Context: an optimization exercise on an open-source flow, tuned for small area, a short achievable clock period and few clock cycles per item. The choices shown serve that exercise and are no tape-out recipe. Power figures rest on the tool's default switching activity, not on a simulated workload. The flow treats the clock pin as an ideal source, which a real chip does not have.

== JK ==
Design gaussian_pyramid_core, start of the top module:
module gaussian_pyramid_core
#(
  parameter int BIT_DEPTH = 8,
  parameter int TOP_WIDTH = 64,
  parameter int TOP_HEIGHT = 64,
  parameter int READ_LATENCY = 2,
  localparam int A1 = $clog2(TOP_WIDTH * TOP_HEIGHT),
  localparam int A2 = $clog2((TOP_WIDTH >> 1) * (TOP_HEIGHT >> 1)),
  localparam int A3 = $clog2((TOP_WIDTH >> 2) * (TOP_HEIGHT >> 2))
) (
  input  logic                 clk_in,
  input  logic                 rst_in,
  input  logic                 start_in,
  output logic [A1-1:0]        ext_read_addr,
  output logic                 ext_read_addr_valid,
  input  logic [BIT_DEPTH-1:0] ext_pixel_in,
  output logic [A1-1:0]        O1L1_write_addr, O1L2_write_addr, O1L3_write_addr,
  output logic                 O1L1_write_valid, O1L2_write_valid, O1L3_write_valid,
  output logic [BIT_DEPTH-1:0] O1L1_pixel_out, O1L2_pixel_out, O1L3_pixel_out,
  output logic [A2-1:0]        O2L1_write_addr, O2L2_write_addr, O2L3_write_addr,
  output logic                 O2L1_write_valid, O2L2_write_valid, O2L3_write_valid,
  output logic [BIT_DEPTH-1:0] O2L1_pixel_out, O2L2_pixel_out, O2L3_pixel_out,
  output logic [A3-1:0]        O3L1_write_addr, O3L2_write_addr, O3L3_write_addr,
  output logic                 O3L1_write_valid, O3L2_write_valid, O3L3_write_valid,
  output logic [BIT_DEPTH-1:0] O3L1_pixel_out, O3L2_pixel_out, O3L3_pixel_out,
  output logic                 pyramid_done
);
==> flow/config.mk <==
export PLATFORM = sky130hd
export DESIGN_NAME = gaussian_pyramid_core
export DESIGN_NICKNAME = gaussian_pyramid_core
export VERILOG_FILES = /design/flow/design.v
export SDC_FILE = /design/flow/constraint.sdc
export NUM_CORES = 4
export LEC_CHECK = 0
export CAP_MARGIN = 20
export CORE_MARGIN = 2
export CORE_UTILIZATION = 40
export SLEW_MARGIN = 20
==> flow/constraint.sdc <==
create_clock -name core_clock -period 10.0 [get_ports {clk_in}]
set_input_delay 2.0000 -clock core_clock [delete_from_list [all_inputs] [get_ports {clk_in}]]
set_output_delay 2.0000 -clock core_clock [all_outputs]
set_load 0.01 [all_outputs]
standard.sh (not shown) runs the stock make flow with config.mk's settings and CLKGATE_MAP_FILE= SYNTH_SCRIPT=/design/flow/synth_recipe.tcl, a recipe that flattens the netlist after the stock synthesis.
==> flow/flow/run.sh <==
#!/bin/bash
# Standard layout with buf_4 port buffers, timing repair aiming at 6.5 ns of setup slack
# (a 3.5 ns period) while the constraints stay at the design's 10 ns clock, and larger
# clock-tree sink clusters.
export BUFFER_PORTS_ARGS="-buffer_cell sky130_fd_sc_hd__buf_4"
export SETUP_SLACK_MARGIN=6.5
export CTS_ARGS="-sink_clustering_enable -repair_clock_nets -sink_clustering_size 30 -sink_clustering_max_diameter 100 -dont_use_dummy_load"
bash standard.sh > standard.log 2>&1
diff inputs: JK => MS
-- flow/flow/run.sh --
<<< JK, line 6
export SETUP_SLACK_MARGIN=6.5
export CTS_ARGS="-sink_clustering_enable -repair_clock_nets -sink_clustering_size 30 -sink_clustering_max_diameter 100 -dont_use_dummy_load"
bash standard.sh > standard.log 2>&1
>>> MS, line 6
export SETUP_SLACK_MARGIN=6.5
export CTS_ARGS="-sink_clustering_enable -repair_clock_nets -sink_clustering_size 24 -sink_clustering_max_diameter 80 -dont_use_dummy_load"
bash standard.sh > standard.log 2>&1
--- outcome ---
- MS against JK: cell area rose by 0.53%, leakage dissipation rose 0.61%, count of clock-buffer cells in the layout increased by 20% relative to the old numbers, worst setup slack rose by 45 ps, overall power after layout went up.
- From MS to JK, number of synthesized flops with an enable pin did not move at all.
No run of this note included a check of the RTL's function; only the layout flow was run.

========
Another version of the RTL of gaussian_pyramid_core (not shown whole).
Size: roughly 5600 cells after synthesis, about 4100 flip-flops, about 200 I/O pins, about 96000 sq um of cells after synthesis.
==> flow/config.mk <==
export PLATFORM = sky130hd
export DESIGN_NAME = gaussian_pyramid_core
export DESIGN_NICKNAME = gaussian_pyramid_core
export VERILOG_FILES = /design/flow/design.v
export SDC_FILE = /design/flow/constraint.sdc
export NUM_CORES = 4
export LEC_CHECK = 0
export CAP_MARGIN = 20
export CORE_MARGIN = 2
export CORE_UTILIZATION = 40
export SLEW_MARGIN = 20
==> flow/constraint.sdc <==
create_clock -name core_clock -period 10.0 [get_ports {clk_in}]
set_input_delay 2.0000 -clock core_clock [delete_from_list [all_inputs] [get_ports {clk_in}]]
set_output_delay 2.0000 -clock core_clock [all_outputs]
set_load 0.01 [all_outputs]
==> flow/flow/run.sh <==
#!/bin/bash
# Standard layout with buf_4 port buffers, timing repair aiming at 6.5 ns of setup slack
# (a 3.5 ns period) while the constraints stay at the design's 10 ns clock, and larger
# clock-tree sink clusters.
export BUFFER_PORTS_ARGS="-buffer_cell sky130_fd_sc_hd__buf_4"
export SETUP_SLACK_MARGIN=6.5
export CTS_ARGS="-sink_clustering_enable -repair_clock_nets -sink_buffer_max_cap_derate 0.05"
bash standard.sh > standard.log 2>&1
The baseline finished with timing, DRC and antenna clean.
==> next run, changes <==
==> flow/flow/run.sh (replaced) <==
#!/bin/bash
# Standard layout with buf_4 port buffers, and timing repair aiming at 6.5 ns of setup slack
# (a 3.5 ns period) while the constraints stay at the design's 10 ns clock.
export BUFFER_PORTS_ARGS="-buffer_cell sky130_fd_sc_hd__buf_4"
export SETUP_SLACK_MARGIN=6.5
bash standard.sh > standard.log 2>&1
- CORE_UTILIZATION: 40 -> 60
Setup slack gains 0.15 ns.
Routed wire length is about the same.
Maximum frequency increases by 4.1%.
Total power decreases by 0.82%.
Clock skew decreases by 0.093 ns.
Die area decreases by 33%.
Design area decreases by 1.8%.
Core utilization increases by 23 points.
Clock power barely changes.
Sequential power stays flat.
Cell count decreases by 12%.
==> next run, changes <==
- CORE_UTILIZATION: 60 -> 40
Result: Cell count increases by 14%; worst setup slack gets better by 0.093 ns; power rises by about 1.8%; final area came out higher by 1.8%; wire length drops by about 0.3%.
==> next run, changes <==
==> flow/flow/run.sh (replaced) <==
#!/bin/bash
# Standard layout with buf_4 port buffers, timing repair aiming at 6.5 ns of setup slack
# (a 3.5 ns period) while the constraints stay at the design's 10 ns clock, and larger
# clock-tree sink clusters.
export BUFFER_PORTS_ARGS="-buffer_cell sky130_fd_sc_hd__buf_4"
export SETUP_SLACK_MARGIN=6.5
export CTS_ARGS="-sink_clustering_enable -repair_clock_nets -sink_buffer_max_cap_derate 0.05 -dont_use_dummy_load"
bash standard.sh > standard.log 2>&1
- fmax came out lower by 5.2%
- die area stays the same
- non-clock buffer count came out higher by 2
- count of clock-buffer cells in the layout came out lower by 153
- first-iteration DRC count came out lower by 3.2%
- area after synthesis does not change
- synthesized cell count stays the same
==> next run, changes <==
==> flow/flow/run.sh (replaced) <==
#!/bin/bash
# Standard layout with buf_4 port buffers, and timing repair aiming at 6.5 ns of setup slack
# (a 3.5 ns period) while the constraints stay at the design's 10 ns clock.
export BUFFER_PORTS_ARGS="-buffer_cell sky130_fd_sc_hd__buf_4"
export SETUP_SLACK_MARGIN=6.5
bash standard.sh > standard.log 2>&1
- ABC_CLOCK_PERIOD_IN_PS: unset -> 3000
After rerunning: The changed run finished with timing, DRC and antenna clean. Worst setup slack improved by 0.19 ns. Non-clock buffer count decreases by 2. Worst hold slack gets better by 0.069 ns. Utilization is higher by 1.3 points. Register-to-register slack got worse by 0.06 ns. Cell count came out higher by 3.1%.
No run of this note included a check of the RTL's function; only the layout flow was run.

static timing again, ports no longer ideal:
How much do the figures lean on ideal ports? The routed layouts below were timed once more, with nothing changed but the port constraints. Step 1 sets driving cells, clkbuf_16 on the clock port and buf_2 on the other inputs (assumed; they add their load-dependent delay and slew). Step 2 also shifts input and output timing later by t, the mid clock arrival at the registers, as if the neighbouring blocks saw the same clock. Three values: ideal, step 1, step 2; two values: the first two.
run	t, ns	setup WS [ns]	latest minus earliest clock arrival (ns)	slew at the worst register clock pin (ns)	pins driven straight from the clock port
JK	0.869	6.540 / 6.452 / 6.765	0.146 / 0.145	0.12 / 0.12	1
MS	0.882	6.584 / 6.498 / 6.780	0.114 / 0.115	0.10 / 0.10	1
the first run of note 2	1.215	6.219 / 6.141 / 6.674	0.168 / 0.168	0.07 / 0.07	1
the second run of note 2	0.965	6.368 / 6.294 / 6.537	0.068 / 0.069	0.07 / 0.07	1
the third run of note 2	0.984	6.461 / 6.379 / 6.602	0.108 / 0.108	0.07 / 0.07	1
the fourth run of note 2	1.203	6.268 / 6.189 / 6.660	0.178 / 0.177	0.07 / 0.07	1
the fifth run of note 2	0.984	6.461 / 6.379 / 6.602	0.108 / 0.108	0.07 / 0.07	1
After both steps setup and hold are still met in every run listed. Setup slack includes reset recovery checks.
